Context: an optimization exercise on an open-source flow, tuned for small area. The choices shown serve that exercise and are no tape-out recipe. Only simulation tests tie the RTL to the original design; equivalence was not proved. No activity file was given, so power comes from the tool's default toggle rates. The flow treats the clock pin as an ideal source, which a real chip does not have.

<file path="flow/design.v">
module note_ram #(
    parameter int ADDR_W = 8,
    parameter int DATA_W = 16,
    parameter int DUR_W  = 10
) (
    input  logic              clk,
    input  logic              clr,      
    input  logic              we,       
    input  logic              first,    
    input  logic [DATA_W-1:0] wdata,
    input  logic              cap,      
    input  logic [ADDR_W-1:0] rd_idx,   
    output logic [DATA_W-1:0] rdata     
);
    localparam int NSLOT = (1 << ADDR_W) - 1;
    localparam int PW    = 3;
    localparam int PSTEP = 1 << PW;
    localparam int QLEN  = PSTEP;
    localparam int QW    = PW;
    localparam int KEY_W = DATA_W - DUR_W;
    localparam logic [ADDR_W-1:0] LAST = ADDR_W'(NSLOT - 1);
    localparam int DPORT0 = 8;
    localparam int DPORT1 = 136;
    localparam logic [ADDR_W-1:0] CLR_END = ADDR_W'(191);
    logic [NSLOT-1:0][KEY_W-1:0]  kring;
    logic [NSLOT-1:0][DUR_W-1:0]  dring;
    logic                         clearing;  
    logic [QLEN-1:0][KEY_W-1:0]   wq;      
    logic [QLEN-1:0]              wv;      
    logic [DUR_W-1:0]             wdur;    
    logic                         dpend;   
    logic [ADDR_W-1:0]            dpos;    
    logic [ADDR_W-1:0]            ph;      
    logic [ADDR_W-1:0]            wpos;    
    logic [DATA_W-1:0]            e0;
    logic [DATA_W-1:0]            nxt;
    logic                         wr;
    logic [QW-1:0]                old;
    logic [KEY_W-1:0]             wkey;
    logic [ADDR_W-1:0]            wpos_inc;
    logic                         dwr;
    logic                         dlong;
    logic [DUR_W-1:0]             dport;   
    assign wr       = (|wv) && (wpos[PW-1:0] == '0);
    assign wpos_inc = (wpos == LAST) ? '0 : wpos + ADDR_W'(1);
    assign dwr      = dpend && (dpos[ADDR_W-2:0] == (ADDR_W-1)'(DPORT0));
    assign dlong    = we && !first && (wdata[DUR_W-1:1] != '0);
    assign dport    = clearing ? DUR_W'(1) : wdur;
    always_comb begin
        old = '0;
        for (int i = 0; i < QLEN; i++) begin
            if (wv[i]) old = QW'(i);
        end
    end
    assign wkey = wq[old];
    always_ff @(posedge clk) begin
        if (clr) begin
            ph       <= '0;
            wpos     <= '0;
            clearing <= 1'b1;
        end else begin
            if (ph == CLR_END) begin
                clearing <= 1'b0;
            end
            ph <= (ph == LAST) ? '0 : ph + ADDR_W'(1);
            if (!wr) begin
                wpos <= wpos_inc;
            end
        end
    end
    always_ff @(posedge clk) begin
        for (int i = 0; i < NSLOT; i++) begin
            if ((i % PSTEP) == 0) begin
                if (wr && (wpos[ADDR_W-1:PW] == (ADDR_W-PW)'(i / PSTEP))) begin
                    kring[i] <= wkey ^ {KEY_W{((i / PSTEP) % 2) == 0}};
                end else begin
                    kring[i] <= ~kring[(i + NSLOT - 1) % NSLOT];
                end
            end else begin
                kring[i] <= kring[i-1];
            end
        end
    end
    always_ff @(posedge clk) begin
        for (int i = 0; i < NSLOT; i++) begin
            if (i == DPORT0 || i == DPORT1) begin
                if (clearing || (dwr && (dpos[ADDR_W-1] == (i == DPORT1)))) begin
                    dring[i] <= dport;
                end else begin
                    dring[i] <= dring[i-1];
                end
            end else begin
                dring[i] <= dring[(i + NSLOT - 1) % NSLOT];
            end
        end
    end
    always_ff @(posedge clk) begin
        wq[0] <= wdata[DATA_W-1:DUR_W];
        for (int i = 1; i < QLEN; i++) begin
            wq[i] <= wq[i-1];
        end
    end
    always_ff @(posedge clk) begin
        if (clr) begin
            wv <= '0;
        end else begin
            wv[0] <= we && !first;
            for (int i = 1; i < QLEN; i++) begin
                wv[i] <= wv[i-1] && !(wr && (old == QW'(i-1)));
            end
        end
    end
    always_ff @(posedge clk) begin
        if (clr) begin
            dpend <= 1'b0;
        end else if (dlong) begin
            dpend <= 1'b1;
        end else if (dwr) begin
            dpend <= 1'b0;
        end
    end
    always_ff @(posedge clk) begin
        if (dlong) begin
            wdur <= wdata[DUR_W-1:0];
            dpos <= wpos_inc;
        end else begin
            dpos <= (dpos == LAST) ? '0 : dpos + ADDR_W'(1);
        end
    end
    always_ff @(posedge clk) begin
        if (we && first) begin
            e0 <= wdata;
        end
    end
    always_ff @(posedge clk) begin
        if (cap && (ph == rd_idx)) begin
            nxt <= {kring[NSLOT-1], dring[NSLOT-1]};
        end
    end
    assign rdata = (rd_idx == '0) ? e0 : nxt;
endmodule
module note_sequencer #(
    parameter int ADDR_W   = 8,
    parameter int DUR_W    = 10,
    parameter int TICK_DIV = 500
) (
    input  logic              clk,
    input  logic              rst,
    input  logic [2:0]        live_octave,
    input  logic [2:0]        live_note,
    input  logic              cmd_rec,
    input  logic              cmd_play,
    input  logic              cmd_stop,
    input  logic              loop_en,
    output logic [2:0]        out_octave,
    output logic [2:0]        out_note,
    output logic [1:0]        mode,
    output logic [ADDR_W:0]   rec_count,
    output logic              full
);
    localparam logic [1:0] MODE_IDLE = 2'd0;
    localparam logic [1:0] MODE_REC  = 2'd1;
    localparam logic [1:0] MODE_PLAY = 2'd2;
    localparam int OCT_W  = 3;
    localparam int NOTE_W = 3;
    localparam logic [NOTE_W-1:0] NOTE_REST = 3'd0;
    localparam logic [1:0] ST_IDLE  = 2'd0;
    localparam logic [1:0] ST_REC   = 2'd1;
    localparam logic [1:0] ST_FETCH = 2'd2;
    localparam logic [1:0] ST_PLAY  = 2'd3;
    localparam int ENTRY_W  = OCT_W + NOTE_W + DUR_W;
    localparam int NOTE_LSB = DUR_W;
    localparam int OCT_LSB  = DUR_W + NOTE_W;
    localparam int CNT_W    = ADDR_W + 1;
    localparam int DEPTH    = 1 << ADDR_W;
    localparam int PRESC_W  = (TICK_DIV > 1) ? $clog2(TICK_DIV) : 1;
    localparam logic [DUR_W-1:0]   DUR_MAX  = {DUR_W{1'b1}};
    localparam logic [PRESC_W-1:0] PRESC_TOP = PRESC_W'(TICK_DIV - 1);
    logic [1:0] state;
    logic [1:0] state_next;
    logic [PRESC_W-1:0] presc;
    logic               tick;
    logic [2:0]         cur_octave;
    logic [2:0]         cur_note;
    logic [DUR_W-1:0]   dur;
    logic               dur_full;
    logic [ADDR_W-1:0]  rd_idx;
    logic               fetch_wait;    
    logic               ram_we;
    logic [ENTRY_W-1:0] ram_wdata;
    logic [ENTRY_W-1:0] ram_rdata;
    logic start_rec;
    logic start_play;
    logic advance;
    logic load_entry;
    logic live_chg;
    logic dur_sat;
    logic rec_last;
    logic play_done;
    logic has_next;
    assign tick      = (presc == PRESC_TOP);
    assign fetch_wait = presc[0];
    assign live_chg  = ({live_octave, live_note} != {cur_octave, cur_note});
    assign dur_full  = (dur == DUR_MAX);
    assign dur_sat   = dur_full;
    assign rec_last  = (rec_count == CNT_W'(DEPTH - 1));
    assign play_done = (state == ST_PLAY) && tick && (&dur[DUR_W-1:1]);
    assign has_next  = (({1'b0, rd_idx} + CNT_W'(1)) != rec_count);
    assign ram_wdata = {cur_octave, cur_note, (dur == '0) ? DUR_W'(1) : dur};
    assign mode      = (state == ST_REC) ? MODE_REC :
                       ((state == ST_FETCH) || (state == ST_PLAY)) ? MODE_PLAY : MODE_IDLE;
    note_ram #(
        .ADDR_W (ADDR_W),
        .DATA_W (ENTRY_W)
    ) u_ram (
        .clk    (clk),
        .clr    (start_rec),
        .we     (ram_we),
        .first  (rec_count == '0),
        .wdata  (ram_wdata),
        .cap    (state == ST_PLAY),
        .rd_idx (rd_idx),
        .rdata  (ram_rdata)
    );
    always_ff @(posedge clk) begin
        if (rst) begin
            state <= ST_IDLE;
        end else begin
            state <= state_next;
        end
    end
    always_comb begin
        state_next = state;
        start_rec  = 1'b0;
        start_play = 1'b0;
        advance    = 1'b0;
        load_entry = 1'b0;
        ram_we     = 1'b0;
        case (state)
            ST_IDLE: begin
                if (cmd_stop) begin
                    state_next = ST_IDLE;
                end else if (cmd_rec) begin
                    start_rec  = 1'b1;
                    state_next = ST_REC;
                end else if (cmd_play && (rec_count != '0)) begin
                    start_play = 1'b1;
                    state_next = ST_FETCH;
                end
            end
            ST_REC: begin
                if (cmd_stop) begin
                    ram_we     = (dur != '0);
                    state_next = ST_IDLE;
                end else if (live_chg || dur_sat) begin
                    ram_we = 1'b1;
                    if (rec_last) begin
                        state_next = ST_IDLE;
                    end
                end
            end
            ST_FETCH, ST_PLAY: begin
                if (cmd_stop) begin
                    state_next = ST_IDLE;
                end else if (cmd_rec) begin
                    start_rec  = 1'b1;
                    state_next = ST_REC;
                end else if (cmd_play) begin
                    start_play = 1'b1;
                    state_next = ST_FETCH;
                end else if (state == ST_FETCH) begin
                    if (fetch_wait) begin
                        load_entry = 1'b1;
                        state_next = ST_PLAY;
                    end
                end else if (play_done) begin
                    if (has_next) begin
                        advance    = 1'b1;
                        state_next = ST_FETCH;
                    end else if (loop_en) begin
                        start_play = 1'b1;
                        state_next = ST_FETCH;
                    end else begin
                        state_next = ST_IDLE;
                    end
                end
            end
            default: state_next = ST_IDLE;
        endcase
    end
    always_ff @(posedge clk) begin
        if (start_rec || start_play || advance || tick) begin
            presc <= '0;
        end else begin
            presc <= presc + PRESC_W'(1);
        end
    end
    always_ff @(posedge clk) begin
        if (rst || start_rec) begin
            rec_count <= '0;
        end else if ((state == ST_REC) && ram_we) begin
            rec_count <= rec_count + CNT_W'(1);
        end
    end
    assign full = rec_count[ADDR_W];
    always_ff @(posedge clk) begin
        if (start_rec || ((state == ST_REC) && ram_we)) begin
            cur_octave <= live_octave;
            cur_note   <= live_note;
        end
    end
    always_ff @(posedge clk) begin
        if (start_rec) begin
            dur <= '0;
        end else if (state == ST_REC) begin
            if (ram_we) begin
                dur <= '0;
            end else if (tick) begin
                dur <= dur + DUR_W'(1);
            end
        end else if (load_entry) begin
            dur <= ~ram_rdata[DUR_W-1:0];
        end else if ((state == ST_PLAY) && tick && !dur_full) begin
            dur <= dur + DUR_W'(1);
        end
    end
    always_ff @(posedge clk) begin
        if (start_play) begin
            rd_idx <= '0;
        end else if (advance) begin
            rd_idx <= rd_idx + ADDR_W'(1);
        end
    end
    always_ff @(posedge clk) begin
        if (rst) begin
            out_octave <= '0;
            out_note   <= NOTE_REST;
        end else if (load_entry) begin
            out_octave <= ram_rdata[OCT_LSB +: OCT_W];
            out_note   <= ram_rdata[NOTE_LSB +: NOTE_W];
        end else if ((state == ST_IDLE) || (state == ST_REC)) begin
            out_octave <= live_octave;
            out_note   <= live_note;
        end
    end
endmodule
</file>
<file path="flow/run.sh">
#!/bin/bash
# synth_recipe.tcl (not shown) runs the flow's synth.tcl, then flattens the netlist and writes it again
# the make line also repeats each setting of config.mk as NAME=value (left out here)
make -C /OpenROAD-flow-scripts/flow DESIGN_CONFIG=/design/flow/config.mk WORK_HOME=/design/flow/orfs CLKGATE_MAP_FILE= SYNTH_SCRIPT=/design/flow/synth_recipe.tcl finish
</file>
<file path="flow/config.mk">
export PLATFORM = sky130hd
export DESIGN_NAME = note_sequencer
export DESIGN_NICKNAME = note_sequencer
export VERILOG_FILES = /design/flow/design.v
export SDC_FILE = /design/flow/constraint.sdc
export NUM_CORES = 4
export LEC_CHECK = 0
export CAP_MARGIN = 20
export CORE_MARGIN = 2
export CORE_UTILIZATION = 60
export CTS_CLUSTER_DIAMETER = 100
export CTS_CLUSTER_SIZE = 35
export PLACE_DENSITY = 0.7
export SLEW_MARGIN = 20
</file>
<file path="flow/constraint.sdc">
create_clock -name core_clock -period 10.0 [get_ports {clk}]
set_input_delay 2.0000 -clock core_clock [delete_from_list [all_inputs] [get_ports {clk}]]
set_output_delay 2.0000 -clock core_clock [all_outputs]
set_load 0.01 [all_outputs]
</file>
==> results by group, run 1 <==
Logic synthesis
  – #FFs+latches synth: 4254
  – Main synth FF type: dfxtp_1
  – Sequential element share of the synthesized area: 93.26%
  – Yosys cell types: 75
  – Number of synthesis warnings: 2
  – FFs w/ async S/R, synth: 0%
  – Net Count, Synth: 5158
  – Post-synth EDFFs: 48
  – Post-Syn Instances: 5130
  – Synth Cell Area: 91830 sq um
  – Avg Cell Area, Syn: 17.90 sq um

STA
  – Period Utilization, post-route: 45.46%
  – Maximum clock frequency: 220.0 MHz
  – Slew HR: 26.26%
  – RSZ-0062 raised after global routing: no
  – Worst hold slack: 0.3088 ns
  – Skew final: 0.04448 ns
  – Tmin final: 4.546 ns
  – Slew Limit Fails: 0
  – Final-report setup violation count: 0
  – Final hold vios: 0
  – Fin Setup TNS: 0 ns
  – Measured slew at the worst slew-check pin: 1.094 ns

Drt
  – Routed WL per cell: 15.34 um
  – Via Count: 32240
  – TritonRoute pass-1 iters: 5
  – Via density per instance: 4.418
  – Routed WL: 111900 um
  – Final ANT Viol Nets: 0
  – DRC violations left: 0
  – Initial DRC count: 1618

Clock tree
  – Setup Buffers After CTS: 0
  – Hold-fix buffer count after cts: 0
  – CTS resizes: 0
  – CTS Buf Count: 141
  – CTS root buffer: clkbuf_16
  – H-tree depth: 4
  – CTS clk-pin slew, worst paths: 0.12 ns
  – Clock latency on the worst-skew pair: 0.81 ns
  – CTS tree: done
  – CTS Buffer Depth: 3
  – Clock Sinks: 4254

Place
  – RePlAce Congestion: 0.7865
  – DPL Wire Length: 60310 um
  – Port Buf Inserts: 29

Global routing
  – Antenna violations before repair: 2
  – First-pass GRT wire length: 177900 um
  – Pin count of the biggest net entering global routing: 37
  – Total congestion overflow: 0
  – Total global-route track usage: 14.44%
  – Vias in the first global route: 31960

Floorplanning
  – Placeable Area: 151900 sq um
  – Die Wd: 395.2 um
  – I/O pin count: 30
  – Die height: 395.2 um
  – Starting density of the core: 60.46%
  – Area of the die: 156200 sq um
  – # rows: 143

Min path
  – Hold endpoint: u_ram.kring[952]
  – Hold depth: 0
  – Min-delay worst type: reg -> reg
  – Min-Delay Startpoint: u_ram.kring[946]

Run status
  – Status: no timing/DRC/antenna violations

Layout
  – Commonest non-fill, non-tap cell in the layout: dfxtp_1
  – Fill cells: 10260
  – Area Growth Syn to Fin: 7.184%
  – Most frequent cells in the layout: 4206 x dfxtp_1, 237 x mux2i_1, 142 x clkbuf_16
  – Final net count: 5270
  – Share of cells above drive strength 1: 4.025%
  – Fin util: 64.80%

Worst setup path
  – Startpoint Class: register
  – Critical-path maximum fanout: 24
  – Crit path capture type: primary output
  – Reg-to-reg slack, setup: 6.55 ns
  – Crit Path Class: reg -> out
  – Reg2reg end: u_ram.kring[820]
  – Worst EP arrival: 2.55 ns
  – Worst EP required: 8.00 ns
  – Worst R2R Path Depth: 6
  – Reg-to-reg startpoint: u_ram.wv[5]

Pwr
  – Peak supply drop: 0.0001718 V
  – Power, Total: 24.70 mW
  – Lkg Pwr: 38.80 nW
  – PwrDens: 250.9 nW/um^2

Run
  – MaxCap Viol Count: 0
power by group:
part	total, mW	leakage, nW	internal (mW)	switching (mW)
registers	17.1	34.5	17.1	0.0839
clock network	7.26	1.92	2.68	4.59
logic	0.288	2.36	0.102	0.186
total	24.7	38.8	19.8	4.86
how the worst max path moves through the flow:
stage          slack (ns)     endpoint            from  depth (start not counted)
2_1_floorplan        6.03  u_ram.dpend  live_octave[1]                         10
3_3_place_gp         5.40  cur_note[1]        cmd_stop                          5
3_5_place_dp         5.38       dur[5]  live_octave[1]                          7
4_1_cts              5.38      mode[0]        state[1]                          3
5_1_grt              5.25      mode[0]        state[1]                          3
6_report             5.45      mode[0]        state[1]                          3
per-stage QoR:
step | area (sq um) | cells | setup slack, ns
after floorplan | 91830 | 5130 | 6.031
after global placement | 94480 | 7129 | 5.404
after detailed placement | 94490 | 7129 | 5.377
after CTS | 98430 | 7297 | 5.383
after global routing | 98430 | 7297 | 5.250
final | 98430 | 7298 | 5.454
cell families after synthesis:
logic type / after synthesis / share of synthesized area, %
AND/OR/NAND/NOR: 330 / 1.796
AO/OA/AOI/OAI: 134 / 1.079
XOR/XNOR: 58 / 0.5531
buffers and inverters: 96 / 0.4523
flip-flops: 4254 / 93.26
multiplexers: 242 / 2.645
adder cells (fa/ha/maj): 16 / 0.2180
registers in the layout (all words and copies together), names as in the netlist:
name	cells
cur_note	3
cur_octave	3
dur	10
out_note	3
out_octave	3
presc	9
rd_idx	8
rec_count	9
state	2
u_ram.clearing	1
u_ram.dpend	1
u_ram.dpos	8
u_ram.dring	2550
u_ram.e0	16
u_ram.kring	1530
u_ram.nxt	16
u_ram.ph	8
u_ram.wdur	10
u_ram.wpos	8
u_ram.wq	48
u_ram.wv	8
routing by layer:
layer  vias to the layer above  GRT usage [%]  share of wire [%]
li1                      16390              -                  -
met2                       367          19.41                 38
met1                     15300          23.61                 56
met5                         -              0                  0
met4                         0          4.144                2.2
met3                       184          2.661                3.4
critical path, cell delays in order, from the launching register on:
cell	delay, ns
dfxtp_1	0.79
nand2b_1	0.23
clkinv_1	0.21
clkdlybuf4s50_1	0.54
cell usage after synthesis, types with 6 or more instances:
cell      instances  share of area (%)
nor2_1          101               0.41
or2_2             6              0.041
o21ai_0          15              0.082
ha_1             16               0.22
a211oi_1         19               0.16
edfxtp_1         48                1.6
o22ai_1           6              0.041
dfxtp_1        4206                 92
nand2_1          66               0.27
nand2b_1          6              0.041
inv_1            21              0.086
xnor2_1          36               0.34
nor4_1           10              0.068
xor2_1           22               0.21
a211o_1           7              0.067
nor2b_1           9              0.061
mux2i_1         237                2.6
and3_1           12              0.082
buf_2            11              0.060
a21oi_1          18              0.098
and2_1            7              0.048
nand4_1          10              0.068
o311ai_0          6              0.057
clkbuf_1         51               0.21
nor3_1           13              0.071
o31ai_1           8              0.065
nand3_1          53               0.29
or4_1             7              0.057
layout make-up:
| class | count | area [sq um] | share of cell area [%] |
|---|---|---|---|
| antenna | 1 | 2.502 | 0.002542 |
| tap | 2030 | 2540 | 2.580 |
| inverter | 22 | 82.58 | 0.08389 |
| timing repair buffer | 43 | 395.4 | 0.4017 |
| multi-input combinational | 780 | 5826 | 5.918 |
| clock inverter | 19 | 364.1 | 0.3699 |
| clock buffer | 149 | 3580 | 3.637 |
| sequential | 4254 | 85640 | 87.01 |
==> run 2, diff against run 1 <==
--- a/flow/config.mk
+++ b/flow/config.mk
@@ -11,3 +11,5 @@
 export CTS_CLUSTER_DIAMETER = 100
-export CTS_CLUSTER_SIZE = 35
+export CTS_CLUSTER_SIZE = 34
+export GPL_ROUTABILITY_DRIVEN = 0
+export GPL_TIMING_DRIVEN = 0
 export PLACE_DENSITY = 0.7
==> results by group, run 2 <==
Clock tree
  – CTS Buffer Depth: 3 (unchanged)
  – Clock latency on the worst-skew pair: 0.81 ns (about the same)
  – Setup Buffers After CTS: 0 (unchanged)
  – CTS tree: done
  – Clock Sinks: 4254 (unchanged)
  – Hold-fix buffer count after cts: 0 (unchanged)
  – H-tree depth: 4 (unchanged)
  – CTS Buf Count: 143 (+1.4%)
  – CTS clk-pin slew, worst paths: 0.12 ns (about the same)
  – CTS resizes: 0 (unchanged)
  – CTS root buffer: clkbuf_16

Logic synthesis
  – Synth Cell Area: 91830 sq um (unchanged)
  – Sequential element share of the synthesized area: 93.26% (unchanged)
  – Share of the synthesized area in the top cell type: 91.69% (unchanged)
  – Main synth FF type: dfxtp_1
  – Avg Cell Area, Syn: 17.90 sq um (unchanged)
  – Number of synthesis warnings: 2 (unchanged)
  – Yosys cell types: 75 (unchanged)
  – FFs w/ async S/R, synth: 0% (unchanged)
  – Net Count, Synth: 5158 (unchanged)
  – #FFs+latches synth: 4254 (unchanged)
  – Area leader, netlist: dfxtp_1
  – Ranking of synthesized cells by area: dfxtp_1 92%, mux2i_1 2.6%, edfxtp_1 1.6%
  – Post-synth EDFFs: 48 (unchanged)
  – Post-Syn Instances: 5130 (unchanged)
  – Commonest cells post-synth: 4206 x dfxtp_1, 237 x mux2i_1, 101 x nor2_1
  – Top-count cell post-synth: dfxtp_1

Global routing
  – Antenna violations before repair: 3 (+1)
  – Vias in the first global route: 32400 (+1.4%)
  – Total congestion overflow: 0 (unchanged)
  – Pin count of the biggest net entering global routing: 36 (-2.7%)
  – Total global-route track usage: 14.19% (-0.25 points)
  – First-pass GRT wire length: 175800 um (-1.2%)

Pwr
  – Peak supply drop: 0.0002033 V (+18%)
  – PwrDens: 249.8 nW/um^2 (-0.44%)
  – Lkg Pwr: 38.93 nW (+0.33%)

Worst setup path
  – Worst EP required: 8.00 ns (about the same)
  – Critical-path maximum fanout: 10 (-58%)
  – Worst EP arrival: 2.30 ns (-0.25 ns)
  – Crit path capture type: primary output
  – Crit Path Class: reg -> out
  – Startpoint Class: register

Floorplanning
  – Die Wd: 395.2 um (unchanged)
  – Starting density of the core: 60.46% (unchanged)
  – Area of the die: 156200 sq um (unchanged)
  – # rows: 143 (unchanged)
  – I/O pin count: 30 (unchanged)
  – Placeable Area: 151900 sq um (unchanged)
  – Die height: 395.2 um (unchanged)

STA
  – Skew final: 0.02737 ns (-0.01711 ns)
  – Slew Limit Fails: 0 (unchanged)
  – Tmin final: 4.303 ns (-0.2436 ns)
  – Period Utilization, post-route: 43.03% (-2.4 points)
  – Measured slew at the worst slew-check pin: 1.135 ns (+0.04115 ns)
  – Final-report setup violation count: 0 (unchanged)
  – Slew HR: 24.04% (-2.2 points)
  – RSZ-0062 raised after global routing: no
  – Final hold vios: 0 (unchanged)
  – Fin Setup TNS: 0 ns (unchanged)
  – Maximum clock frequency: 232.4 MHz (+5.7%)

Drt
  – Met3 wire length: 3898 um (+2.1%)
  – DR top layer: met4
  – Final ANT Viol Nets: 0 (unchanged)
  – Via density per instance: 4.445 (+0.63%)
  – TritonRoute pass-1 iters: 7 (+2)
  – Via Count: 32730 (+1.5%)
  – Metal-1 WL: 60080 um (-4.3%)
  – Initial DRC count: 1863 (+15%)
  – DRC violations left: 0 (unchanged)
  – Routed wl met2: 43170 um (+0.59%)
  – Routed WL: 109600 um (-2.1%)
  – Routed WL per cell: 14.89 um (-2.9%)

Run status
  – Status: no timing/DRC/antenna violations

Layout
  – Fin area: 98680 sq um (+0.25%)
  – Commonest non-fill, non-tap cell in the layout: dfxtp_1
  – Most frequent cells in the layout: 4206 x dfxtp_1, 237 x mux2i_1, 146 x clkbuf_16
  – Area Growth Syn to Fin: 7.453%
  – Largest registers: u_ram.dring (2550), u_ram.kring (1530), u_ram.wq (48)
  – Share of cells above drive strength 1: 4.146% (+0.12 points)
  – Largest register FFs: 2550 (unchanged)
  – Largest register by flop count: u_ram.dring
  – Final net count: 5339 (+1.3%)

Place
  – DPL Wire Length: 63180 um (+4.8%)
  – Port Buf Inserts: 28 (-3.4%)
  – Post-Place Cell Area: 94760 sq um (+0.29%)

Run
  – MaxCap Viol Count: 0 (unchanged)

Min path
  – Min-delay worst type: reg -> reg
[run 2: changes by cell type in the layout (fill, tap and decap cells not counted), moves of 3 or more]
cell	before	now
clkbuf_1	7	56
buf_2	0	14
buf_1	0	4
buf_4	14	10
clkbuf_16	142	146
a211o_1	4	7
a211o_2	3	0
buf_6	0	3
clkinv_16	5	2
inv_16	5	2
[run 2: critical path, stage by stage (launching register included)]
cell	delay [ns]
dfxtp_1	0.44
clkbuf_1	0.39
clkbuf_1	0.14
clkdlybuf4s50_1	0.52
[run 2: kinds of logic after synthesis]
kind of cell | Yosys count | share of synthesized area [%]
flops | 4254 | 93.26
simple gates | 330 | 1.796
mux | 242 | 2.645
compound gates | 134 | 1.079
buf+inv | 96 | 0.4523
xor+xnor | 58 | 0.5531
fa+ha+maj | 16 | 0.2180
[run 2: through the flow]
step	power [mW]	hold WS [ns]	setup WS, ns	instances	utilization (%)
3_5_place_dp	17.81	0.3121	5.289	7196	62.38
5_1_grt	25.50	0.3130	5.546	7360	64.96
4_1_cts	24.88	0.3128	5.627	7360	64.94
2_1_floorplan	17.68	0.3096	6.031	5130	-
6_report	24.65	0.3104	5.697	7362	64.96
3_3_place_gp	17.79	0.3096	5.117	7188	62.31
[run 2: final cells by class]
| cell class | count | area [sq um] |
|---|---|---|
| timing repair buffer | 36 | 332.8 |
| inverter | 22 | 82.58 |
| sequential | 4254 | 85640 |
| tap | 2030 | 2540 |
| buffer | 74 | 334.1 |
| clock buffer | 152 | 3676 |
| multi-input combinational | 780 | 5844 |
| fill | 10160 | 53230 |
| antenna | 2 | 5.005 |
| clock inverter | 12 | 221.5 |
[run 2: worst paths after layout]
| path | start | end | slack [ns] | cells past startpoint |
|---|---|---|---|---|
| setup / recovery | state[1] | mode[1] | 5.70 | 3 |
| hold / removal | u_ram.dring[599] | u_ram.dring[609] | 0.31 | 0 |
| setup reg to reg | u_ram.wv[1] | u_ram.kring[818] | 6.24 | 8 |
| hold reg to reg | u_ram.dring[599] | u_ram.dring[609] | 0.31 | 0 |
[run 2: routing by layer]
layer | vias to the layer above | track usage (%)
li1 | 16530 | -
met1 | 15570 | 22.67
met2 | 448 | 19.55
met3 | 176 | 2.706
met4 | 0 | 4.171
met5 | - | 0
[run 2: power breakdown]
part | internal, mW | total (mW) | switching (mW)
sequential | 17.1 | 17.1 | 0.0678
combinational | 0.107 | 0.294 | 0.187
clock | 2.73 | 7.23 | 4.50
total | 19.9 | 24.7 | 4.75
==> run 3, diff against run 2 <==
--- a/flow/config.mk
+++ b/flow/config.mk
@@ -12,3 +12,2 @@
 export CTS_CLUSTER_SIZE = 34
-export GPL_ROUTABILITY_DRIVEN = 0
 export GPL_TIMING_DRIVEN = 0
==> results by group, run 3 <==
Drt
  – Routed WL per cell: 14.97 um (+0.55%)
  – TritonRoute pass-1 iters: 6 (-1)
  – Final ANT Viol Nets: 0 (unchanged)
  – Initial DRC count: 1765 (-5.3%)
  – Routed WL: 110200 um (+0.55%)
  – Via density per instance: 4.409 (-0.83%)
  – Via Count: 32460 (-0.83%)
  – DRC violations left: 0 (unchanged)

Global routing
  – Pin count of the biggest net entering global routing: 36 (unchanged)
  – Antenna violations before repair: 2 (-1)
  – First-pass GRT wire length: 176300 um (+0.27%)
  – Total global-route track usage: 14.23% (+0.041 points)
  – Vias in the first global route: 32160 (-0.74%)
  – Total congestion overflow: 0 (unchanged)

Worst setup path
  – Crit Path Class: reg -> out
  – Startpoint Class: register
  – Crit path capture type: primary output
  – Worst EP arrival: 2.26 ns (-0.04 ns)
  – Worst EP required: 8.00 ns (about the same)
  – Critical-path maximum fanout: 10 (unchanged)

Clock tree
  – Clock latency on the worst-skew pair: 0.80 ns (about the same)
  – CTS tree: done
  – CTS Buf Count: 143 (unchanged)
  – Clock Sinks: 4254 (unchanged)
  – CTS clk-pin slew, worst paths: 0.12 ns (about the same)
  – Hold-fix buffer count after cts: 0 (unchanged)
  – CTS Buffer Depth: 3 (unchanged)
  – Setup Buffers After CTS: 0 (unchanged)
  – H-tree depth: 4 (unchanged)
  – CTS root buffer: clkbuf_16
  – CTS resizes: 0 (unchanged)

STA
  – Final WS setup: 5.738 ns (+0.04101 ns)
  – Slew HR: 25.27% (+1.2 points)
  – RSZ-0062 raised after global routing: no
  – Worst hold slack: 0.3104 ns (-0.000002000 ns)
  – Measured slew at the worst slew-check pin: 1.121 ns (-0.01424 ns)
  – Final-report setup violation count: 0 (unchanged)
  – Final hold vios: 0 (unchanged)
  – Fin Setup TNS: 0 ns (unchanged)
  – Maximum clock frequency: 234.7 MHz (+0.96%)
  – Skew final: 0.03106 ns (+0.003693 ns)
  – Period Utilization, post-route: 42.62% (-0.41 points)
  – Slew Limit Fails: 0 (unchanged)
  – Tmin final: 4.262 ns (-0.04101 ns)

Pwr
  – PwrDens: 249.8 nW/um^2 (about the same)
  – P_int: 19.89 mW (about the same)
  – Sw Share: 19.29% (about the same)
  – Logic pwr share: 1.2% (about the same)
  – Lkg Pwr: 38.91 nW (about the same)
  – Sequential group share of total power: 69.5% (about the same)
  – Clk pwr share: 29.3% (about the same)
  – NetSw: 4.753 mW (about the same)
  – Power, Total: 24.64 mW (about the same)
  – Peak supply drop: 0.0001960 V (-3.6%)

Floorplanning
  – # rows: 143 (unchanged)
  – Placeable Area: 151900 sq um (unchanged)
  – Die Wd: 395.2 um (unchanged)
  – I/O pin count: 30 (unchanged)
  – Starting density of the core: 60.46% (unchanged)
  – Area of the die: 156200 sq um (unchanged)
  – Die height: 395.2 um (unchanged)

Logic synthesis
  – Share of the synthesized area in the top cell type: 91.69% (unchanged)
  – Area leader, netlist: dfxtp_1
  – Post-synth EDFFs: 48 (unchanged)
  – Ranking of synthesized cells by area: dfxtp_1 92%, mux2i_1 2.6%, edfxtp_1 1.6%
  – Synth Cell Area: 91830 sq um (unchanged)
  – Number of synthesis warnings: 2 (unchanged)
  – Commonest cells post-synth: 4206 x dfxtp_1, 237 x mux2i_1, 101 x nor2_1
  – Net Count, Synth: 5158 (unchanged)
  – Main synth FF type: dfxtp_1
  – Top-count cell post-synth: dfxtp_1
  – FFs w/ async S/R, synth: 0% (unchanged)
  – Sequential element share of the synthesized area: 93.26% (unchanged)
  – Yosys cell types: 75 (unchanged)
  – Avg Cell Area, Syn: 17.90 sq um (unchanged)
  – Post-Syn Instances: 5130 (unchanged)
  – #FFs+latches synth: 4254 (unchanged)

Layout
  – Share of cells above drive strength 1: 4.185% (+0.038 points)
  – Largest registers: u_ram.dring (2550), u_ram.kring (1530), u_ram.wq (48)
  – Most frequent cells in the layout: 4206 x dfxtp_1, 237 x mux2i_1, 147 x clkbuf_16
  – Largest register by flop count: u_ram.dring
  – Largest register FFs: 2550 (unchanged)
  – Fill cells: 10200 (+0.38%)
  – Commonest non-fill, non-tap cell in the layout: dfxtp_1
  – Final net count: 5337 (-0.037%)
  – Area Growth Syn to Fin: 7.436% (about the same)

Min path
  – Min-delay worst type: reg -> reg

Place
  – RePlAce Congestion: 0.7673
  – DPL Wire Length: 62370 um (-1.3%)
  – Port Buf Inserts: 28 (unchanged)
  – Worst slack at placement: 5.297 ns (+0.008170 ns)

Run status
  – Status: no timing/DRC/antenna violations

Run
  – MaxCap Viol Count: 0 (unchanged)
[run 3: cell count changes in the layout (fill, tap and decap cells not counted), sizes merged]
cell / delta
bufinv: -1
clkinvlp: +2
diode: +1
inv: +1
buf: -2
clkbuf: -1
[run 3: logic make-up (layout without fill, tap and decap cells)]
kind of cell               Yosys count  count (layout)  share of synthesized area [%]
xor gates and xnor gates            58              58                         0.5531
and+or+nand+nor                    330             330                          1.796
DFF                               4254            4254                          93.26
buffers and inverters               96             295                         0.4523
AOI/OAI and AO/OA                  134             134                          1.079
other                                0               3                              0
muxes                              242             242                          2.645
adders and majority gates           16              16                         0.2180
[run 3: final timing paths]
kind / start / end / slack (ns) / cells past startpoint
max: state[1] / mode[1] / 5.74 / 3
min: u_ram.kring[1400] / u_ram.kring[1406] / 0.31 / 0
max reg2reg: u_ram.wv[5] / u_ram.kring[866] / 6.48 / 9
min reg2reg: u_ram.kring[1400] / u_ram.kring[1406] / 0.31 / 0
[run 3: power groups by stage]
stage	Combinational, mW	Sequential (mW)	Clock, mW
3_5_place_dp	0.291	17.5	0
3_3_place_gp	0.282	17.5	0
4_1_cts	0.292	17.1	7.44
2_1_floorplan	0.182	17.5	0
6_report	0.289	17.1	7.22
5_1_grt	0.318	17.1	8.01
[run 3: final cells by class]
| class | instances | area [sq um] | share of cell area [%] |
|---|---|---|---|
| Clock inverter | 14 | 192.7 | 0.1953 |
| Buffer | 74 | 334.1 | 0.3386 |
| Clock buffer | 151 | 3704 | 3.754 |
| Antenna cell | 3 | 7.507 | 0.007609 |
| Sequential cell | 4254 | 85640 | 86.80 |
| Tap cell | 2030 | 2540 | 2.574 |
| Multi-Input combinational cell | 780 | 5841 | 5.920 |
| Inverter | 22 | 82.58 | 0.08370 |
| Timing Repair Buffer | 34 | 320.3 | 0.3246 |
[run 3: routing by layer]
| metal | wire, um | track usage, % | part of all wire (%) |
|---|---|---|---|
| met5 | 0 | 0 | 0 |
| met4 | 2409 | 4.328 | 2.2 |
| met3 | 3621 | 2.414 | 3.3 |
| met2 | 42890 | 19.27 | 39 |
| met1 | 61320 | 23.19 | 56 |
[run 3: through the flow]
step / utilization (%) / cells / instance area (sq um)
6_report: 64.95 / 7362 / 98660
5_1_grt: 64.95 / 7359 / 98660
4_1_cts: 64.94 / 7359 / 98650
3_5_place_dp: 62.38 / 7194 / 94750
3_3_place_gp: 62.31 / 7188 / 94650
2_1_floorplan: - / 5130 / 91830
[run 3: worst max-delay path, stage by stage (launching register included)]
cell and delay (ns):
dfxtp_1 0.42, clkbuf_1 0.40, clkbuf_1 0.14, clkdlybuf4s50_1 0.52
==> run 4, diff against run 3 <==
--- a/flow/config.mk
+++ b/flow/config.mk
@@ -12,3 +12,2 @@
 export CTS_CLUSTER_SIZE = 34
-export GPL_TIMING_DRIVEN = 0
 export PLACE_DENSITY = 0.7
==> results by group, run 4 <==
Run status
  – Status: no timing/DRC/antenna violations

Logic synthesis
  – Top-count cell post-synth: dfxtp_1
  – Avg Cell Area, Syn: 17.90 sq um (unchanged)
  – Share of the synthesized area in the top cell type: 91.69% (unchanged)
  – Net Count, Synth: 5158 (unchanged)
  – FFs w/ async S/R, synth: 0% (unchanged)
  – Post-Synth Adder-Cell Area: 0.2180% (unchanged)
  – Synth Area in Compound Gates: 1.079% (unchanged)
  – Synth Cell Area: 91830 sq um (unchanged)
  – #FFs+latches synth: 4254 (unchanged)
  – Sequential element share of the synthesized area: 93.26% (unchanged)
  – Multiplexer share of the synthesized area: 2.645% (unchanged)
  – Commonest cells post-synth: 4206 x dfxtp_1, 237 x mux2i_1, 101 x nor2_1
  – Xor and xnor area share after synthesis: 0.5532% (unchanged)
  – Main synth FF type: dfxtp_1
  – Area leader, netlist: dfxtp_1
  – Yosys cell types: 75 (unchanged)
  – Ranking of synthesized cells by area: dfxtp_1 92%, mux2i_1 2.6%, edfxtp_1 1.6%
  – Post-synth EDFFs: 48 (unchanged)
  – Number of synthesis warnings: 2 (unchanged)
  – Largest family of logic cells by synthesized area: multiplexers
  – Simple-Gate Fraction of Synth Area: 1.796% (unchanged)
  – Post-Syn Instances: 5130 (unchanged)

STA
  – Fin Setup TNS: 0 ns (unchanged)
  – Tmin final: 4.591 ns (+0.3292 ns)
  – Final-report setup violation count: 0 (unchanged)
  – Period Utilization, post-route: 45.91% (+3.3 points)
  – Maximum clock frequency: 217.8 MHz (-7.2%)
  – RSZ-0062 raised after global routing: no
  – Slew Limit Fails: 0 (unchanged)
  – Skew final: 0.04083 ns (+0.009770 ns)
  – Slew HR: 27.24% (+2.0 points)
  – Final WS setup: 5.409 ns (-0.3292 ns)
  – Worst hold slack: 0.2998 ns (-0.01057 ns)
  – Final hold vios: 0 (unchanged)
  – Measured slew at the worst slew-check pin: 1.080 ns (-0.04137 ns)

Layout
  – Most frequent cells in the layout: 4206 x dfxtp_1, 237 x mux2i_1, 145 x clkbuf_16
  – Share of cells above drive strength 1: 4.135% (-0.050 points)
  – Largest register by flop count: u_ram.dring
  – Area Growth Syn to Fin: 7.361% (about the same)
  – Fin area: 98590 sq um (about the same)
  – Cell Count, Final, Fillers Out: 7304 (-0.79%)
  – Seq. cell area: 85640 sq um (unchanged)
  – Final net count: 5274 (-1.2%)
  – Fin util: 64.91% (about the same)
  – Largest registers: u_ram.dring (2550), u_ram.kring (1530), u_ram.wq (48)
  – Largest register FFs: 2550 (unchanged)
  – Footprint of the multi-input gates: 5826 sq um (-0.26%)
  – Commonest non-fill, non-tap cell in the layout: dfxtp_1
  – Fill cells: 10230 (+0.24%)

Clock tree
  – Hold-fix buffer count after cts: 0 (unchanged)
  – Clock latency on the worst-skew pair: 0.83 ns (+0.03 ns)
  – CTS tree: done
  – H-tree depth: 4 (unchanged)
  – CTS clk-pin slew, worst paths: 0.11 ns (about the same)
  – Setup Buffers After CTS: 0 (unchanged)
  – CTS resizes: 0 (unchanged)
  – CTS Buf Count: 145 (+1.4%)
  – CTS root buffer: clkbuf_16
  – CTS Buffer Depth: 3 (unchanged)
  – Clock Sinks: 4254 (unchanged)

Worst setup path
  – Crit path capture type: primary output
  – Reg-to-reg slack, setup: 6.54 ns (+0.06 ns)
  – Critical-path maximum fanout: 24 (+14)
  – Worst EP arrival: 2.59 ns (+0.33 ns)
  – Crit Path Class: reg -> out
  – Worst EP required: 8.00 ns (about the same)
  – Startpoint Class: register

Place
  – DPL Wire Length: 60310 um (-3.3%)
  – Worst slack at placement: 5.377 ns (+0.08007 ns)
  – RePlAce Congestion: 0.7865 (+2.5%)
  – Post-Place Cell Area: 94490 sq um (-0.28%)
  – Port Buf Inserts: 29 (+3.6%)
  – Cells after DPL: 7129 (-0.90%)

Global routing
  – Antenna violations before repair: 3 (+1)
  – Pin count of the biggest net entering global routing: 36 (unchanged)
  – First-pass GRT wire length: 178400 um (+1.2%)
  – Vias in the first global route: 32030 (-0.39%)
  – Total congestion overflow: 0 (unchanged)
  – Total global-route track usage: 14.53% (+0.30 points)

Pwr
  – Lkg Pwr: 38.87 nW (about the same)
  – PwrDens: 251.8 nW/um^2 (+0.82%)
  – Power, Total: 24.83 mW (+0.75%)
  – Peak supply drop: 0.0001798 V (-8.2%)

Drt
  – Routed wl met2: 43740 um (+2.0%)
  – Via density per instance: 4.424 (+0.34%)
  – Initial DRC count: 1714 (-2.9%)
  – DRC violations left: 0 (unchanged)
  – DR top layer: met4
  – Routed WL: 112600 um (+2.1%)
  – Final ANT Viol Nets: 0 (unchanged)
  – Routed WL per cell: 15.42 um (+2.9%)
  – Met3 wire length: 3822 um (+5.6%)
  – Via Count: 32310 (-0.45%)
  – TritonRoute pass-1 iters: 5 (-1)
  – Metal-1 WL: 62560 um (+2.0%)

Floorplanning
  – Starting density of the core: 60.46% (unchanged)
  – Area of the die: 156200 sq um (unchanged)
  – Die height: 395.2 um (unchanged)
  – Placeable Area: 151900 sq um (unchanged)
  – # rows: 143 (unchanged)
  – Die Wd: 395.2 um (unchanged)
  – I/O pin count: 30 (unchanged)

Min path
  – Min-delay worst type: reg -> reg

Run
  – MaxCap Viol Count: 0 (unchanged)
run 4: cell count changes in the layout (fill, tap and decap cells not counted), sizes merged:
cell	change
inv	+5
buf	-15
clkdlybuf4s50	+1
clkinv	+5
clkbuf	-51
diode	-1
clkinvlp	-2
run 4: layout make-up:
type	count	share of cell area [%]
sequential	4254	86.86
multi-input combinational	780	5.909
clock buffer	151	3.703
tap	2030	2.576
clock inverter	22	0.4594
timing repair buffer	43	0.4010
inverter	22	0.08376
antenna	2	0.005076
run 4: logic make-up (layout without fill, tap and decap cells):
| logic type | after synthesis | count (layout) |
|---|---|---|
| flip-flops | 4254 | 4254 |
| AO/OA/AOI/OAI | 134 | 134 |
| buffers and inverters | 96 | 238 |
| XOR/XNOR | 58 | 58 |
| adder cells (fa/ha/maj) | 16 | 16 |
| AND/OR/NAND/NOR | 330 | 330 |
| other | 0 | 2 |
| multiplexers | 242 | 242 |
run 4: layer usage:
metal	GRT usage (%)	up-vias
met1	23.48	15370
met2	19.70	375
met4	4.410	0
met3	2.719	170
met5	0	-
li1	-	16400
run 4: report_power, final:
part	switching [mW]	leakage [nW]	internal (mW)
Clock	4.64	1.99	2.75
Sequential	0.0837	34.5	17.1
Combinational	0.187	2.36	0.103
Total	4.91	38.9	19.9
run 4: path summary, 6_finish.rpt:
path | startpoint | end | cells after the start
max | state[1] | mode[0] | 3
min reg2reg | u_ram.dring[884] | u_ram.dring[894] | 0
max reg2reg | u_ram.wv[5] | u_ram.kring[820] | 6
min | u_ram.dring[884] | u_ram.dring[894] | 0
run 4: worst max-delay path, stage by stage, from the launching register on:
cell	delay, ns
dfxtp_1	0.80
nand2b_1	0.23
clkinv_1	0.21
clkdlybuf4s50_1	0.54
==> run 5, diff against run 4 <==
--- a/flow/config.mk
+++ b/flow/config.mk
@@ -9,6 +9,6 @@
 export CORE_MARGIN = 2
-export CORE_UTILIZATION = 60
+export CORE_UTILIZATION = 66
 export CTS_CLUSTER_DIAMETER = 100
 export CTS_CLUSTER_SIZE = 34
-export PLACE_DENSITY = 0.7
+export PLACE_DENSITY = 0.76
 export SLEW_MARGIN = 20
==> results by group, run 5 <==
Run status
  – Status: no timing/DRC/antenna violations

Worst setup path
  – Critical-path maximum fanout: 24 (unchanged)
  – Worst EP arrival: 2.61 ns (+0.02 ns)
  – CP delay by family, top: flip-flops
  – Crit path cell chain: nand2b_1 -> clkinv_1 -> clkdlybuf4s50_1
  – Worst EP required: 8.00 ns (about the same)
  – Crit Path Class: reg -> out
  – Worst path bufs/invs: 2 (unchanged)
  – Slowest cell on the critical path: dfxtp_1
  – Crit-path max cell delay: 0.82 ns (+0.02 ns)
  – Startpoint Class: register
  – Crit path capture type: primary output

Logic synthesis
  – Post-synth EDFFs: 48 (unchanged)
  – Largest family of logic cells by synthesized area: multiplexers
  – Simple-Gate Fraction of Synth Area: 1.796% (unchanged)
  – Number of synthesis warnings: 2 (unchanged)
  – Commonest cells post-synth: 4206 x dfxtp_1, 237 x mux2i_1, 101 x nor2_1
  – Avg Cell Area, Syn: 17.90 sq um (unchanged)
  – Synth Area in Compound Gates: 1.079% (unchanged)
  – Top-count cell post-synth: dfxtp_1
  – Ranking of synthesized cells by area: dfxtp_1 92%, mux2i_1 2.6%, edfxtp_1 1.6%
  – Net Count, Synth: 5158 (unchanged)
  – Synth Cell Area: 91830 sq um (unchanged)
  – Main synth FF type: dfxtp_1
  – Xor and xnor area share after synthesis: 0.5532% (unchanged)
  – FFs w/ async S/R, synth: 0% (unchanged)
  – Yosys cell types: 75 (unchanged)
  – Post-Synth Adder-Cell Area: 0.2180% (unchanged)
  – Sequential element share of the synthesized area: 93.26% (unchanged)
  – #FFs+latches synth: 4254 (unchanged)
  – Area leader, netlist: dfxtp_1
  – Multiplexer share of the synthesized area: 2.645% (unchanged)
  – Post-Syn Instances: 5130 (unchanged)
  – Share of the synthesized area in the top cell type: 91.69% (unchanged)

Clock tree
  – Hold-fix buffer count after cts: 0 (unchanged)
  – Clock Sinks: 4254 (unchanged)
  – CTS clk-pin slew, worst paths: 0.12 ns (about the same)
  – H-tree depth: 4 (unchanged)
  – Clock latency on the worst-skew pair: 0.82 ns (about the same)
  – CTS resizes: 0 (unchanged)
  – CTS tree: done
  – Setup Buffers After CTS: 0 (unchanged)
  – CTS root buffer: clkbuf_16
  – CTS Buffer Depth: 3 (unchanged)
  – CTS Buf Count: 143 (-1.4%)

Pwr
  – Lkg Pwr: 38.82 nW (-0.13%)
  – Peak supply drop: 0.0002000 V (+11%)
  – Power, Total: 24.85 mW (about the same)
  – PwrDens: 253.2 nW/um^2 (+0.58%)

Floorplanning
  – # rows: 136 (-4.9%)
  – Area of the die: 142100 sq um (-9.0%)
  – Starting density of the core: 66.63% (+6.2 points)
  – Die Wd: 377.0 um (-4.6%)
  – I/O pin count: 30 (unchanged)
  – Placeable Area: 137800 sq um (-9.3%)
  – Die height: 377.0 um (-4.6%)

STA
  – Final-report setup violation count: 0 (unchanged)
  – Tmin final: 4.613 ns (+0.02217 ns)
  – Fin Setup TNS: 0 ns (unchanged)
  – Final hold vios: 0 (unchanged)
  – Slew Limit Fails: 0 (unchanged)
  – Worst hold slack: 0.3190 ns (+0.01923 ns)
  – Final WS setup: 5.387 ns (-0.02217 ns)
  – Measured slew at the worst slew-check pin: 0.9926 ns (-0.08699 ns)
  – Period Utilization, post-route: 46.13% (+0.22 points)
  – Skew final: 0.02813 ns (-0.01270 ns)
  – Maximum clock frequency: 216.8 MHz (-0.48%)
  – Slew HR: 33.62% (+6.4 points)
  – RSZ-0062 raised after global routing: no

Layout
  – Commonest non-fill, non-tap cell in the layout: dfxtp_1
  – Fin area: 98120 sq um (-0.48%)
  – Fin util: 71.19% (+6.3 points)
  – Most frequent cells in the layout: 4206 x dfxtp_1, 237 x mux2i_1, 148 x clkbuf_16
  – Cell Count, Final, Fillers Out: 7062 (-3.3%)
  – Largest registers: u_ram.dring (2550), u_ram.kring (1530), u_ram.wq (48)
  – Area Growth Syn to Fin: 6.849%
  – Share of cells above drive strength 1: 4.025% (-0.11 points)
  – Final net count: 5276 (+0.038%)
  – Largest register FFs: 2550 (unchanged)
  – Largest register by flop count: u_ram.dring

Place
  – RePlAce Congestion: 0.7898 (+0.42%)
  – Cells after DPL: 6897 (-3.3%)
  – Post-Place Cell Area: 94200 sq um (-0.30%)
  – Port Buf Inserts: 29 (unchanged)
  – Worst slack at placement: 5.206 ns (-0.1710 ns)
  – DPL Wire Length: 65490 um (+8.6%)

Drt
  – Routed wl met2: 61100 um (+40%)
  – DRC violations left: 0 (unchanged)
  – Initial DRC count: 1901 (+11%)
  – Metal-1 WL: 65510 um (+4.7%)
  – Met3 wire length: 3894 um (+1.9%)
  – Routed WL per cell: 18.81 um (+22%)
  – Final ANT Viol Nets: 0 (unchanged)
  – DR top layer: met5
  – TritonRoute pass-1 iters: 5 (unchanged)
  – Via density per instance: 4.658 (+5.3%)
  – Via Count: 32900 (+1.8%)
  – Routed WL: 132800 um (+18%)

Global routing
  – Total congestion overflow: 0 (unchanged)
  – Pin count of the biggest net entering global routing: 36 (unchanged)
  – Antenna violations before repair: 8 (+5)
  – Vias in the first global route: 34500 (+7.7%)
  – Total global-route track usage: 19.10% (+4.6 points)
  – First-pass GRT wire length: 205400 um (+15%)

Min path
  – Min-delay worst type: reg -> reg

Run
  – MaxCap Viol Count: 0 (unchanged)
-- run 5: changes by cell type in the layout (fill, tap and decap cells not counted), moves of 2 or more --
cell | previous run | this run
clkinv_16 | 8 | 1
clkbuf_1 | 6 | 4
buf_4 | 14 | 18
a211o_1 | 4 | 7
a211o_2 | 3 | 0
clkbuf_16 | 145 | 148
inv_16 | 7 | 3
clkinv_8 | 1 | 3
-- run 5: where the power goes --
group / switching (mW) / internal (mW) / total, mW / leakage (nW)
sequential: 0.0833 / 17.1 / 17.1 / 34.5
combinational: 0.181 / 0.105 / 0.286 / 2.38
clock: 4.67 / 2.74 / 7.42 / 1.92
total: 4.94 / 19.9 / 24.8 / 38.8
-- run 5: final cells by class --
class | instances | area [sq um]
inverter | 22 | 82.58
fill | 7939 | 39710
multi-input combinational | 780 | 5819
clock inverter | 12 | 188.9
sequential | 4254 | 85640
antenna | 1 | 2.502
tap | 1794 | 2245
timing repair buffer | 47 | 425.4
clock buffer | 152 | 3719
-- run 5: cell families (layout without fill, tap and decap cells) --
kind of cell,count (synthesis),after routing
AO/OA/AOI/OAI,134,134
XOR/XNOR,58,58
adder cells (fa/ha/maj),16,16
buffers and inverters,96,233
flip-flops,4254,4254
multiplexers,242,242
other,0,1
AND/OR/NAND/NOR,330,330
-- run 5: worst paths after layout --
check,cells after the start,slack (ns),from,to
max,3,5.39,state[1],mode[0]
min,0,0.32,u_ram.dring[1326],u_ram.dring[1336]
max reg2reg,7,6.72,u_ram.wv[5],u_ram.kring[1156]
min reg2reg,0,0.32,u_ram.dring[1326],u_ram.dring[1336]
-- run 5: worst register-to-register path: stages, from the launching register on --
cell	delay (ns)
dfxtp_1	0.40
nor2_1	0.27
nand2_1	0.34
o41ai_2	0.82
nor2_1	0.12
and2_1	0.31
nand2_1	0.47
mux2i_1	0.43
-- run 5: routing by layer --
| metal | track usage (%) | up-vias |
|---|---|---|
| met5 | 0 | - |
| met2 | 30.33 | 370 |
| li1 | - | 16400 |
| met4 | 4.664 | 4 |
| met1 | 27.82 | 15970 |
| met3 | 3.045 | 160 |

## separate check: timing with driven ports
No port has a modelled driver above. Below, the same layouts with a new extraction and two added sets of constraints. Step 1 sets driving cells, clkbuf_16 on the clock port and buf_2 on the other inputs (assumed; they add their load-dependent delay and slew). Step 2, shift: input delay + t, output delay - t, t = (earliest + latest rising clock arrival at the registers) / 2. This alone moves slack from input paths to output paths. a / b / c = ideal / step 1 / step 2; a / b = the first two.
| run | shift t [ns] | slack for setup (ns) | slew at the worst register clock pin (ns) |
|---|---|---|---|
| run 1 | 0.855 | 5.454 / 5.384 / 5.286 | 0.12 / 0.12 |
| run 2 | 0.861 | 5.697 / 5.628 / 5.286 | 0.12 / 0.12 |
| run 3 | 0.853 | 5.738 / 5.669 / 5.286 | 0.12 / 0.12 |
| run 4 | 0.871 | 5.409 / 5.338 / 5.290 | 0.12 / 0.12 |
| run 5 | 0.879 | 5.387 / 5.314 / 5.252 | 0.13 / 0.13 |
After both steps every run listed still meets setup and hold. For run 3, which loses most, drivers alone change the setup slack by -0.069 ns; drivers and shift together by -0.452 ns.
